From an optimization exercise on the open Yosys and OpenROAD flow, aimed at small area, a short achievable clock period and few clock cycles per item; shortcuts taken in it are not production practice.
RTL that was checked went through simulation tests only; none was proved equivalent to the original.

==> module fnv_lane_mix, before the edit <==
module fnv_lane_mix #(
  parameter int             LANES     = 4,
  parameter int             W         = 32,
  parameter logic [W-1:0]   FNV_PRIME = 32'h01000193
) (
  input  logic               clk,
  input  logic               rst,
  input  logic               in_valid,
  output logic               in_ready,
  input  logic [1:0]         mode,
  input  logic [LANES*W-1:0] a,
  input  logic [LANES*W-1:0] b,
  output logic               out_valid,
  input  logic               out_ready,
  output logic [LANES*W-1:0] c,
  output logic [W-1:0]       digest,
  output logic               out_err
);
  logic         adv;
  logic         v1_q, v2_q;
  logic [1:0]   md1_q, md2_q;
  logic [W-1:0] r1_l0_q, r1_l3_q, r1_m1_q, r1_x1_q, r1_m2_q, r1_x2_q;
  logic [W-1:0] r2_l0_q, r2_l1_q, r2_l3_q, r2_m2_q, r2_x2_q;
  logic [W-1:0] a0, a1, a2, a3, b0, b1, b2, b3;
  logic         md0, md1, md2;
  logic [W-1:0] p0, p3, p1, p2;
  logic [W-1:0] y0, y3, m1, x1, m2, x2, y1, y2;
  logic         f1, f2;
  assign adv      = !v2_q || out_ready;
  assign in_ready = adv;
  assign {a3, a2, a1, a0} = a;
  assign {b3, b2, b1, b0} = b;
  assign md0 = (mode == 2'd0);
  assign md1 = (mode == 2'd1);
  assign md2 = (mode == 2'd2);
  fnv_mulp u_mul0 (.x(md1 ? (a0 ^ b0) : a0), .y(p0));
  fnv_mulp u_mul3 (.x(md1 ? (a3 ^ b3) : a3), .y(p3));
  assign y0 = p0 ^ (md0 ? b0 : md2 ? a1 : '0);
  assign y3 = p3 ^ (md0 ? b3 : '0);
  assign m1 = md1 ? (a1 ^ b1) : a1;
  assign x1 = md0 ? b1 : md2 ? a2 : '0;
  assign m2 = md1 ? (a2 ^ b2) : a2;
  assign x2 = md0 ? b2 : md2 ? a3 : '0;
  assign f1 = (md1_q == 2'd2);
  fnv_mulp u_mul1 (.x(f1 ? r1_l0_q : r1_m1_q), .y(p1));
  assign y1 = p1 ^ r1_x1_q;
  assign f2 = (md2_q == 2'd2);
  fnv_mulp u_mul2 (.x(r2_m2_q), .y(p2));
  assign y2 = p2 ^ r2_x2_q;
  always_ff @(posedge clk) begin
    if (rst) begin
      v1_q <= 1'b0;
      v2_q <= 1'b0;
    end else if (adv) begin
      v1_q <= in_valid;
      v2_q <= v1_q;
    end
  end
  always_ff @(posedge clk) begin
    if (adv) begin
      md1_q   <= mode;
      r1_l0_q <= y0;
      r1_l3_q <= y3;
      r1_m1_q <= m1;
      r1_x1_q <= x1;
      r1_m2_q <= m2;
      r1_x2_q <= x2;
      md2_q   <= md1_q;
      r2_l0_q <= r1_l0_q;
      r2_l1_q <= y1;
      r2_l3_q <= r1_l3_q;
      r2_m2_q <= f1 ? y1 : r1_m2_q;
      r2_x2_q <= r1_x2_q;
    end
  end
  assign out_valid = v2_q;
  assign c         = md2_q[1] ? '0 : {r2_l3_q, y2, r2_l1_q, r2_l0_q};
  assign digest    = f2 ? y2 : '0;
  assign out_err   = (md2_q == 2'd3);
endmodule
Settings: LEC_CHECK=0, CAP_MARGIN=20, CORE_MARGIN=2, CORE_UTILIZATION=65, CTS_BUF_LIST=sky130_fd_sc_hd__clkbuf_8, SETUP_SLACK_MARGIN=0.8, SLEW_MARGIN=20; clock period 7.0 ns.
standard.sh (not shown) runs the stock make flow with config.mk's settings and CLKGATE_MAP_FILE= SYNTH_SCRIPT=/design/flow/synth_recipe.tcl, a recipe that flattens the netlist after the stock synthesis.
==> flow/flow/run.sh <==
#!/bin/bash
# Standard layout, but the port buffers that placement inserts on every input and
# output are the smallest buffer (buf_1); timing repair resizes them where needed.
set -euo pipefail
bash standard.sh BUFFER_PORTS_ARGS="-buffer_cell sky130_fd_sc_hd__buf_1" finish > flow_standard.log 2>&1
Testbench counts at the start, summed over its fixed seeds: cycles 4,816, items 4,800.
==> next run, changes <==
--- a/flow/design.v
+++ b/flow/design.v
@@ -20,33 +20,33 @@
   logic         v1_q, v2_q;
   logic [1:0]   md1_q, md2_q;
   logic [W-1:0] r1_l0_q, r1_l3_q, r1_m1_q, r1_x1_q, r1_m2_q, r1_x2_q;
   logic [W-1:0] r2_l0_q, r2_l1_q, r2_l3_q, r2_m2_q, r2_x2_q;
   logic [W-1:0] a0, a1, a2, a3, b0, b1, b2, b3;
-  logic         md0, md1, md2;
   logic [W-1:0] p0, p3, p1, p2;
   logic [W-1:0] y0, y3, m1, x1, m2, x2, y1, y2;
-  logic         f1, f2;
+  logic [W-1:0] bx0, bx1, bx2, bx3;
+  logic         f1;
   assign adv      = !v2_q || out_ready;
   assign in_ready = adv;
   assign {a3, a2, a1, a0} = a;
   assign {b3, b2, b1, b0} = b;
-  assign md0 = (mode == 2'd0);
-  assign md1 = (mode == 2'd1);
-  assign md2 = (mode == 2'd2);
-  fnv_mulp u_mul0 (.x(md1 ? (a0 ^ b0) : a0), .y(p0));
-  fnv_mulp u_mul3 (.x(md1 ? (a3 ^ b3) : a3), .y(p3));
-  assign y0 = p0 ^ (md0 ? b0 : md2 ? a1 : '0);
-  assign y3 = p3 ^ (md0 ? b3 : '0);
-  assign m1 = md1 ? (a1 ^ b1) : a1;
-  assign x1 = md0 ? b1 : md2 ? a2 : '0;
-  assign m2 = md1 ? (a2 ^ b2) : a2;
-  assign x2 = md0 ? b2 : md2 ? a3 : '0;
+  assign bx0 = mode[0] ? a0 ^ b0 : a0;
+  assign bx1 = mode[0] ? a1 ^ b1 : a1;
+  assign bx2 = mode[0] ? a2 ^ b2 : a2;
+  assign bx3 = mode[0] ? a3 ^ b3 : a3;
+  fnv_mulp u_mul0 (.x(bx0), .y(p0));
+  fnv_mulp u_mul3 (.x(bx3), .y(p3));
+  assign y0 = p0 ^ (mode[1] ? a1 : mode[0] ? '0 : b0);
+  assign y3 = p3 ^ (mode[0] ? '0 : b3);
+  assign m1 = bx1;
+  assign x1 = mode[1] ? a2 : mode[0] ? '0 : b1;
+  assign m2 = bx2;
+  assign x2 = mode[1] ? a3 : mode[0] ? '0 : b2;
   assign f1 = (md1_q == 2'd2);
   fnv_mulp u_mul1 (.x(f1 ? r1_l0_q : r1_m1_q), .y(p1));
   assign y1 = p1 ^ r1_x1_q;
-  assign f2 = (md2_q == 2'd2);
   fnv_mulp u_mul2 (.x(r2_m2_q), .y(p2));
   assign y2 = p2 ^ r2_x2_q;
   always_ff @(posedge clk) begin
     if (rst) begin
       v1_q <= 1'b0;
@@ -73,11 +73,11 @@
       r2_x2_q <= r1_x2_q;
     end
   end
   assign out_valid = v2_q;
   assign c         = md2_q[1] ? '0 : {r2_l3_q, y2, r2_l1_q, r2_l0_q};
-  assign digest    = f2 ? y2 : '0;
+  assign digest    = (md2_q == 2'd2) ? y2 : '0;
   assign out_err   = (md2_q == 2'd3);
 endmodule
 module fnv_mulp (input logic [31:0] x, output logic [31:0] y);
   logic [31:0] r0, r1;
   logic t1, t2, t3, t4, t5, t6, t7, t8, t9, t10, t11, t12, t13, t14, t15, t16;
Result: Synthesized area drops slightly; routed wire length drops slightly; fmax drops by a few percent; worst setup slack got worse by 300 ps; final cell count drops by a few percent; core utilization stays flat; clock-buffer cell count drops by 9.
Only the layout flow was run in the second run of this note; the RTL was not checked for function there.

## what the ideal ports hide
No port has a modelled driver above. Below, the same layouts with a new extraction and two added sets of constraints.
Step 1, drivers: a clkbuf_16 drives clk and a buf_2 each remaining input, both assumed.
Step 2 also shifts input and output timing later by t, the mid clock arrival at the registers, as if the neighbouring blocks saw the same clock.
a / b / c = ideal ports / drivers / drivers and shift; a / b = the first two.
| run | t (ns) | slack for setup (ns) | worst register clock-pin slew, ns | worst slew at a driven data input, ns | cell pins on the clock port's net |
|---|---|---|---|---|---|
| the first run | 0.675 | 0.620 / 0.562 / 0.382 | 0.07 / 0.07 | 0.11 | 1 |
| the second run | 0.733 | 0.317 / 0.258 / 0.318 | 0.07 / 0.07 | 0.09 | 1 |
After both steps every run listed still meets setup and hold. For the first run, which loses most, drivers alone change the setup slack by -0.058 ns; drivers and shift together by -0.238 ns.
